Context: an optimization exercise on an open-source flow, tuned for small area, a short achievable clock period and few clock cycles per item. The choices shown serve that exercise and are no tape-out recipe.
The RTL was checked by simulation tests, not by an equivalence proof against the original design.

==> flow/design.v (excerpt) <==
module gravity_orientation_classifier_top
#(
  parameter int unsigned FifoDepth = 16
) (
  input  logic               clk_i,
  input  logic               rst_ni,
  input  logic               psel,
  input  logic               penable,
  input  logic               pwrite,
  input  logic        [2:0]  paddr,
  input  logic        [31:0] pwdata,
  output logic        [31:0] prdata,
  output logic               pready,
  input  logic               in_valid_i,
  output logic               in_ready_o,
  input  logic signed [15:0] gravity_x_i,
  input  logic signed [15:0] gravity_y_i,
  input  logic signed [15:0] gravity_z_i,
  input  logic        [31:0] time_ms_i,
  input  logic               is_gravity_type_i,
  output logic               out_valid_o,
  input  logic               out_ready_i,
  output logic        [2:0]  orientation_o,
  output logic signed [9:0]  angle_deg_o,
  output logic               is_flat_o
);
Settings: LEC_CHECK=0, ABC_AREA=1, CAP_MARGIN=20, CORE_MARGIN=2, CORE_UTILIZATION=40, CTS_CLUSTER_DIAMETER=100, CTS_CLUSTER_SIZE=30, SLEW_MARGIN=20; clock period 10.0 ns.
standard.sh (not shown) runs the stock make flow with config.mk's settings and CLKGATE_MAP_FILE= SYNTH_SCRIPT=/design/flow/synth_recipe.tcl, a recipe that flattens the netlist after the stock synthesis.
==> flow/flow/run.sh <==
#!/bin/bash
set -euo pipefail
export SETUP_SLACK_MARGIN=6.6
bash standard.sh > standard.log 2>&1
Testbench counts at the start, summed over its fixed seeds: cycles 2,703, items 1,797.
Change:
--- a/flow/design.v
+++ b/flow/design.v
@@ -1572,48 +1572,47 @@
     end else if (cfg_wr) begin
       if (paddr[2]) ratio_q <= pwdata[3:0];
       else          min_q   <= pwdata[15:0];
     end
   end
   logic        in_rdy_q, in_acc, v0_q;
   logic [15:0] xs0_q, ys0_q, zs0_q;
   logic [31:0] t0_q;
-  logic [15:0] tlo0_q;   
-  logic        bor0_q;   
-  logic        thz0_q;   
+  logic [32:0] tm0_q;    
   logic        g0_q;
   assign in_ready_o = in_rdy_q;
   assign in_acc = in_valid_i && in_rdy_q;
   logic [16:0] tm_lo;
-  assign tm_lo = {1'b0, time_ms_i[15:0]} - {1'b0, min_q};
+  logic [15:0] t_hi_dec;
+  logic [32:0] tm_d;
+  always_comb begin
+    tm_lo    = {1'b0, time_ms_i[15:0]} - {1'b0, min_q};
+    t_hi_dec = time_ms_i[31:16] - 16'd1;
+    tm_d[15:0]  = tm_lo[15:0];
+    tm_d[31:16] = tm_lo[16] ? t_hi_dec : time_ms_i[31:16];
+    tm_d[32]    = tm_lo[16] && (time_ms_i[31:16] == 16'd0);
+  end
   always_ff @(posedge clk_i) begin
     xs0_q <= {gravity_x_i[15], gravity_x_i[14:0] ^ {15{gravity_x_i[15]}}};
     ys0_q <= {gravity_y_i[15], gravity_y_i[14:0] ^ {15{gravity_y_i[15]}}};
     zs0_q <= {gravity_z_i[15], gravity_z_i[14:0] ^ {15{gravity_z_i[15]}}};
     t0_q  <= time_ms_i;
-    tlo0_q <= tm_lo[15:0];
-    bor0_q <= tm_lo[16];
-    thz0_q <= (time_ms_i[31:16] == 16'd0);
+    tm0_q <= tm_d;
     g0_q  <= is_gravity_type_i;
   end
   logic               pass, take;
   logic [31:0]        last_q;
-  logic               t_ge, tm_ge, tm_neg, ge0, ge1, ge2;
-  logic [16:0]        lp_q;    
+  logic               t_ge, tm_ge;
   logic               xpos, yzero, sig0;
   logic [16:0]        a1;
   logic signed [16:0] b1;
   assign t_ge   = t0_q >= last_q;
-  assign ge0    = {t0_q[31:16], tlo0_q} >= last_q;
-  assign ge1    = {1'b0, t0_q[31:16], tlo0_q} >= {lp_q, last_q[15:0]};
-  assign ge2    = {16'hFFFF, tlo0_q} >= last_q;
-  assign tm_ge  = !bor0_q ? ge0 : (thz0_q ? ge2 : ge1);
-  assign tm_neg = bor0_q && thz0_q;
-  assign pass   = t_ge ? (!tm_neg && tm_ge) : (!tm_neg || tm_ge);
+  assign tm_ge  = tm0_q[31:0] >= last_q;
+  assign pass   = t_ge ? (!tm0_q[32] && tm_ge) : (!tm0_q[32] || tm_ge);
   assign take   = v0_q && pass && g0_q;
   always_comb begin
     xpos = !xs0_q[15] && (xs0_q[14:0] != 15'd0);
     yzero = !ys0_q[15] && (ys0_q[14:0] == 15'd0);
     sig0 = xpos ? (ys0_q[15] || yzero) : !ys0_q[15];
     a1 = 17'(xs0_q[14:0]) + 17'(ys0_q[14:0]) + 17'(xs0_q[15]) + 17'(ys0_q[15]);
     b1 = sig0 ? $signed(17'(ys0_q[14:0]) + ~{2'b00, xs0_q[14:0]} + 17'(ys0_q[15]) + 17'(!xs0_q[15]))
               : $signed(17'(xs0_q[14:0]) + ~{2'b00, ys0_q[14:0]} + 17'(xs0_q[15]) + 17'(!ys0_q[15]));
@@ -1719,28 +1718,24 @@
   end
   always_ff @(posedge clk_i or negedge rst_ni) begin
     if (!rst_ni) begin
       v0_q     <= 1'b0;
       v_p      <= '0;
       v_e1     <= 1'b0;
       drop_q   <= 1'b0;
       last_q   <= '0;
-      lp_q     <= 17'd1;
       cred_q   <= '0;
       in_rdy_q <= 1'b1;
     end else begin
       v0_q     <= in_acc;
       v_p      <= {v_p[NCell-1:0], take};
       v_e1     <= v_p[NCell];
       drop_q   <= v0_q && g0_q && !pass;
-      if (v0_q && pass) begin
-        last_q <= t0_q;
-        lp_q   <= {1'b0, t0_q[31:16]} + 17'd1;
-      end
+      if (v0_q && pass) last_q <= t0_q;
       cred_q   <= cred_d;
       in_rdy_q <= rdy_d;
     end
   end
   logic [FifoDepth:0] fv_q;
   logic [8:0]         fd_q [1:FifoDepth-1];
   logic [9:0]         hd_q;
   logic [2:0]         fo_q;
- The changed run finished clean
- setup slack improves by 0.014 ns
- worst hold slack improves by 0.0038 ns
- fmax goes up slightly
- via count shrinks by a few percent
- routed wire length goes down by a few percent
- non-clock buffer count goes down by 31
- global-route usage went down by 0.43 points
- design area goes down slightly
- first-iteration DRC count goes down by a few percent
Testbench counts after the change, summed over its fixed seeds: cycles 2,703, items 1,797.

---

gravity_orientation_classifier_top, a different RTL version from the one above (not shown whole).
For scale: roughly 9100 cells after synthesis, roughly 170 I/O pins, roughly 88000 sq um of cells after synthesis.
clock: 10.0 ns
lec_check: 0
cap_margin: 20
core_margin: 2
core_utilization: 40
cts_cluster_diameter: 100
cts_cluster_size: 30
slew_margin: 20
==> flow/flow/run.sh <==
#!/bin/bash
set -euo pipefail
export SETUP_SLACK_MARGIN=6.2
bash standard.sh > standard.log 2>&1
Testbench counts at the start, summed over its fixed seeds: cycles 2,703, items 1,797.
Edit:
--- a/flow/design.v
+++ b/flow/design.v
@@ -1650,43 +1650,44 @@
   always_ff @(posedge clk_i) begin
     for (int k = 1; k <= NCell; k++) begin
       xpos_p[k] <= xpos_p[k-1];
       flat_p[k] <= (k == FlatStage) ? flat_t : flat_p[k-1];
     end
   end
   assign flat_p[0] = 1'b0;
   localparam int unsigned BW14 = BWidth[14*8 +: 8];
-  logic signed [25:0]   pa_q, p1_q, v_lo, v_hi;
+  logic signed [25:0]   pa_q, p1_q, v_lo;
   logic signed [9:0]    w_q;    
+  logic                 inc_q;  
   logic                 zero_e, flat_e, v_e1;
   logic signed [BW14-1:0] b14, db14, b15;
   logic                 pos14, pos15;
   always_ff @(posedge clk_i) begin
     pa_q <= atan_sum0({xpos_p[NCell-2], s_p[NCell-2][3:0]}) + atan_sum1(s_p[NCell-2][7:4]);
     p1_q <= pa_q + atan_sum2(s_p[NCell-1][11:8]);
   end
   always_comb begin
     b14   = b_p[NCell][BW14-1:0];
     pos14 = !b14[BW14-1];
     db14  = BW14'(a_p[NCell] >> 14);
     b15   = b14 + (db14 ^ {BW14{pos14}}) + BW14'(pos14);
     pos15 = !b15[BW14-1];
     v_lo  = p1_q + atan_sum3({pos14, s_p[NCell][13:12]});
-    v_hi  = v_lo + 26'sd230;
   end
   always_ff @(posedge clk_i) begin
-    w_q    <= pos15 ? v_hi[25:16] : v_lo[25:16];
+    w_q    <= v_lo[25:16];
+    inc_q  <= pos15 && (v_lo[15:0] >= 16'd65306);
     zero_e <= (a_p[NCell][AW-1:14] == '0);    
     flat_e <= flat_p[NCell];
   end
   logic signed [10:0] d_raw, d;
   logic [8:0]         word;    
   always_comb begin
-    d_raw = 11'sd90 - 11'(w_q);
+    d_raw = 11'sd90 - 11'(w_q) - 11'(inc_q);
     d = d_raw;
     if (d_raw < 0) d = d_raw + 11'sd360;
     else if (d_raw >= 11'sd360) d = d_raw - 11'sd360;
     if (zero_e) d = 11'sd270;
     if (flat_e) word = 9'h1FF;
     else        word = d[8:0];
   end
   logic [CW-1:0] cred_q, cred_b, cred_d;
@@ -1741,27 +1742,35 @@
         else     fv_q[j] <= fv_q[j] || (push && (j == 0 || fv_q[j-1]));
       end
       fv_q[FifoDepth] <= 1'b0;
     end
   end
   function automatic logic [9:0] angle_of(input logic [8:0] w);
     angle_of = (w == 9'h1FF) ? 10'h3FF : {1'b0, w};
   endfunction
+  logic [2:0] head_o;
   always_comb begin
     head_ld = 1'b1;
     head_w = word;
-    if (push && (pop ? (fv_q[0] && !fv_q[1]) : !fv_q[0])) head_w = word;
-    else if (pop) head_w = fd_q[1];
-    else head_ld = 1'b0;
+    head_o = orient_of(angle_of(word));
+    if (push && (pop ? (fv_q[0] && !fv_q[1]) : !fv_q[0])) begin
+      head_w = word;
+      head_o = orient_of(angle_of(word));
+    end else if (pop) begin
+      head_w = fd_q[1];
+      head_o = orient_of(angle_of(fd_q[1]));
+    end else begin
+      head_ld = 1'b0;
+    end
   end
   always_ff @(posedge clk_i) begin
     if (head_ld) begin
       hd_q <= angle_of(head_w);
-      fo_q <= orient_of(angle_of(head_w));
+      fo_q <= head_o;
     end
     for (int j = 1; j < FifoDepth; j++) begin
       if (push && (pop ? (fv_q[j] && !fv_q[j+1])
                        : (!fv_q[j] && fv_q[j-1]))) begin
         fd_q[j] <= word;
       end else if (pop && j + 1 < FifoDepth) begin
         fd_q[j] <= fd_q[j+1];
       end
=>
- The changed run went through all stages and came out clean
- global-route usage goes down by 0.15 points
- maximum frequency went down by 1.5%
- cell count climbs by 0.93%
- cell area went up by 1.0%
- via count grows by 0.61%
- register-to-register slack gets worse by 0.19 ns
- hold slack barely changes
- routed wire length drops by 0.79%
Testbench counts after the change, summed over its fixed seeds: cycles 2,703, items 1,797.

---

gravity_orientation_classifier_top with an RTL version that a note above also has.
Size in the first run: about 10000 cells after synthesis, ~1400 flip-flops, about 170 I/O pins, ~89000 um2 of cells after synthesis.
clock: 10.0 ns
lec_check: 0
abc_area: 1
cap_margin: 20
core_margin: 2
core_utilization: 40
cts_cluster_diameter: 100
cts_cluster_size: 30
slew_margin: 20
==> flow/flow/run.sh <==
#!/bin/bash
set -euo pipefail
export SETUP_SLACK_MARGIN=6.4
bash standard.sh > standard.log 2>&1
Testbench counts at the start, summed over its fixed seeds: cycles 2,703, items 1,797.
Change:
--- a/flow/design.v
+++ b/flow/design.v
@@ -1568,56 +1568,55 @@
   always_ff @(posedge clk_i or negedge rst_ni) begin
     if (!rst_ni) begin
       min_q   <= MinIntervalReset;
       ratio_q <= TiltRatioReset;
     end else if (cfg_wr) begin
       if (paddr[2]) ratio_q <= pwdata[3:0];
       else          min_q   <= pwdata[15:0];
     end
   end
   logic        in_rdy_q, in_acc, v0_q;
   logic [15:0] xs0_q, ys0_q, zs0_q;
   logic [31:0] t0_q;
-  logic [15:0] tlo0_q;   
-  logic        bor0_q;   
-  logic        thz0_q;   
+  logic [32:0] tm0_q;    
   logic        g0_q;
   assign in_ready_o = in_rdy_q;
   assign in_acc = in_valid_i && in_rdy_q;
   logic [16:0] tm_lo;
-  assign tm_lo = {1'b0, time_ms_i[15:0]} - {1'b0, min_q};
+  logic [15:0] t_hi_dec;
+  logic [32:0] tm_d;
+  always_comb begin
+    tm_lo    = {1'b0, time_ms_i[15:0]} - {1'b0, min_q};
+    t_hi_dec = time_ms_i[31:16] - 16'd1;
+    tm_d[15:0]  = tm_lo[15:0];
+    tm_d[31:16] = tm_lo[16] ? t_hi_dec : time_ms_i[31:16];
+    tm_d[32]    = tm_lo[16] && (time_ms_i[31:16] == 16'd0);
+  end
   always_ff @(posedge clk_i) begin
     xs0_q <= {gravity_x_i[15], gravity_x_i[14:0] ^ {15{gravity_x_i[15]}}};
     ys0_q <= {gravity_y_i[15], gravity_y_i[14:0] ^ {15{gravity_y_i[15]}}};
     zs0_q <= {gravity_z_i[15], gravity_z_i[14:0] ^ {15{gravity_z_i[15]}}};
     t0_q  <= time_ms_i;
-    tlo0_q <= tm_lo[15:0];
-    bor0_q <= tm_lo[16];
-    thz0_q <= (time_ms_i[31:16] == 16'd0);
+    tm0_q <= tm_d;
     g0_q  <= is_gravity_type_i;
   end
   logic               pass, take;
   logic [31:0]        last_q;
-  logic               t_ge, tm_ge, tm_neg, ge0, ge1, ge2;
-  logic [16:0]        lp_q;    
+  logic               t_ge, tm_ge;
   logic               xpos, yzero, sig0;
   logic [16:0]        a1;
   logic signed [16:0] b1;
   assign t_ge   = t0_q >= last_q;
-  assign ge0    = {t0_q[31:16], tlo0_q} >= last_q;
-  assign ge1    = {1'b0, t0_q[31:16], tlo0_q} >= {lp_q, last_q[15:0]};
-  assign ge2    = {16'hFFFF, tlo0_q} >= last_q;
-  assign tm_ge  = !bor0_q ? ge0 : (thz0_q ? ge2 : ge1);
-  assign tm_neg = bor0_q && thz0_q;
-  assign pass   = t_ge ? (!tm_neg && tm_ge) : (!tm_neg || tm_ge);
+  assign tm_ge  = tm0_q[31:0] >= last_q;
+  assign pass   = t_ge ? (!tm0_q[32] && tm_ge) : (!tm0_q[32] || tm_ge);
   assign take   = v0_q && pass && g0_q;
   always_comb begin
     xpos = !xs0_q[15] && (xs0_q[14:0] != 15'd0);
     yzero = !ys0_q[15] && (ys0_q[14:0] == 15'd0);
     sig0 = xpos ? (ys0_q[15] || yzero) : !ys0_q[15];
     a1 = 17'(xs0_q[14:0]) + 17'(ys0_q[14:0]) + 17'(xs0_q[15]) + 17'(ys0_q[15]);
     b1 = sig0 ? $signed(17'(ys0_q[14:0]) + ~{2'b00, xs0_q[14:0]} + 17'(ys0_q[15]) + 17'(!xs0_q[15]))
               : $signed(17'(xs0_q[14:0]) + ~{2'b00, ys0_q[14:0]} + 17'(xs0_q[15]) + 17'(!ys0_q[15]));
   end
   logic [AW-1:0]        a_p [NCell+1];
   logic signed [BW-1:0] b_p [NCell+1];
   logic [15:0]          s_p [NCell+1];
@@ -1715,36 +1714,32 @@
       2'b01:   begin cred_d = cred_b - 1'b1; rdy_d = rdy_01; end
       2'b11:   begin cred_d = cred_b;        rdy_d = rdy_11; end
       default: begin cred_d = cred_b;        rdy_d = rdy_00; end
     endcase
   end
   always_ff @(posedge clk_i or negedge rst_ni) begin
     if (!rst_ni) begin
       v0_q     <= 1'b0;
       v_p      <= '0;
       v_e1     <= 1'b0;
       drop_q   <= 1'b0;
       last_q   <= '0;
-      lp_q     <= 17'd1;
       cred_q   <= '0;
       in_rdy_q <= 1'b1;
     end else begin
       v0_q     <= in_acc;
       v_p      <= {v_p[NCell-1:0], take};
       v_e1     <= v_p[NCell];
       drop_q   <= v0_q && g0_q && !pass;
-      if (v0_q && pass) begin
-        last_q <= t0_q;
-        lp_q   <= {1'b0, t0_q[31:16]} + 17'd1;
-      end
+      if (v0_q && pass) last_q <= t0_q;
       cred_q   <= cred_d;
       in_rdy_q <= rdy_d;
     end
   end
   logic [FifoDepth:0] fv_q;
   logic [8:0]         fd_q [1:FifoDepth-1];
   logic [9:0]         hd_q;
   logic [2:0]         fo_q;
   assign push = v_e1;
   assign pop = fv_q[0] && out_ready_i;
   always_ff @(posedge clk_i or negedge rst_ni) begin
     if (!rst_ni) begin
What happened: Routed wire length decreases by 3.6%. First-iteration DRC count increases by 9.3%. Die area decreases by 1.0%. Design area decreases by 0.68%. Setup slack loses 78 ps. Clock-buffer cell count increases by 9. Global-route usage decreases by 0.39 points. Worst hold slack loses 13 ps. Clock skew increases by 15 ps.
Testbench counts after the change, summed over its fixed seeds: cycles 2,703, items 1,797.

[re-timing with driven ports]
The results above use ideal ports. As a check the final layouts listed here were re-extracted and re-timed, cells and wires unchanged.
Step 1 (the two cells are an assumption about what drives the block):
set clk [get_ports {clk_i}]
set_driving_cell -lib_cell sky130_fd_sc_hd__clkbuf_16 $clk
set_driving_cell -lib_cell sky130_fd_sc_hd__buf_2 [delete_from_list [all_inputs] $clk]
Step 2, shift: input delay + t, output delay - t, t = (earliest + latest rising clock arrival at the registers) / 2. This alone moves slack from input paths to output paths.
a / b / c = no drivers / after step 1 / after step 2; a / b = the first two.
| run | t, ns | slack for setup (ns) | hold slack, ns |
|---|---|---|---|
| the first run of note 1 | 0.823 | 6.525 / 6.503 / 5.827 | 0.314 / 0.314 / 0.314 |
| the second run of note 1 | 0.830 | 6.539 / 6.452 / 5.812 | 0.318 / 0.318 / 0.318 |
| the first run of note 2 | 0.821 | 6.141 / 6.155 / 5.335 | 0.327 / 0.327 / 0.327 |
| the second run of note 2 | 0.802 | 6.084 / 6.084 / 5.333 | 0.326 / 0.326 / 0.326 |
| the first run of note 3 | 0.835 | 6.498 / 6.415 / 5.779 | 0.320 / 0.320 / 0.320 |
| the second run of note 3 | 0.809 | 6.420 / 6.334 / 5.663 | 0.308 / 0.308 / 0.308 |
After both steps every run listed still meets setup and hold. For the first run of note 2, which loses most, drivers alone change the setup slack by +0.014 ns; drivers and shift together by -0.806 ns.
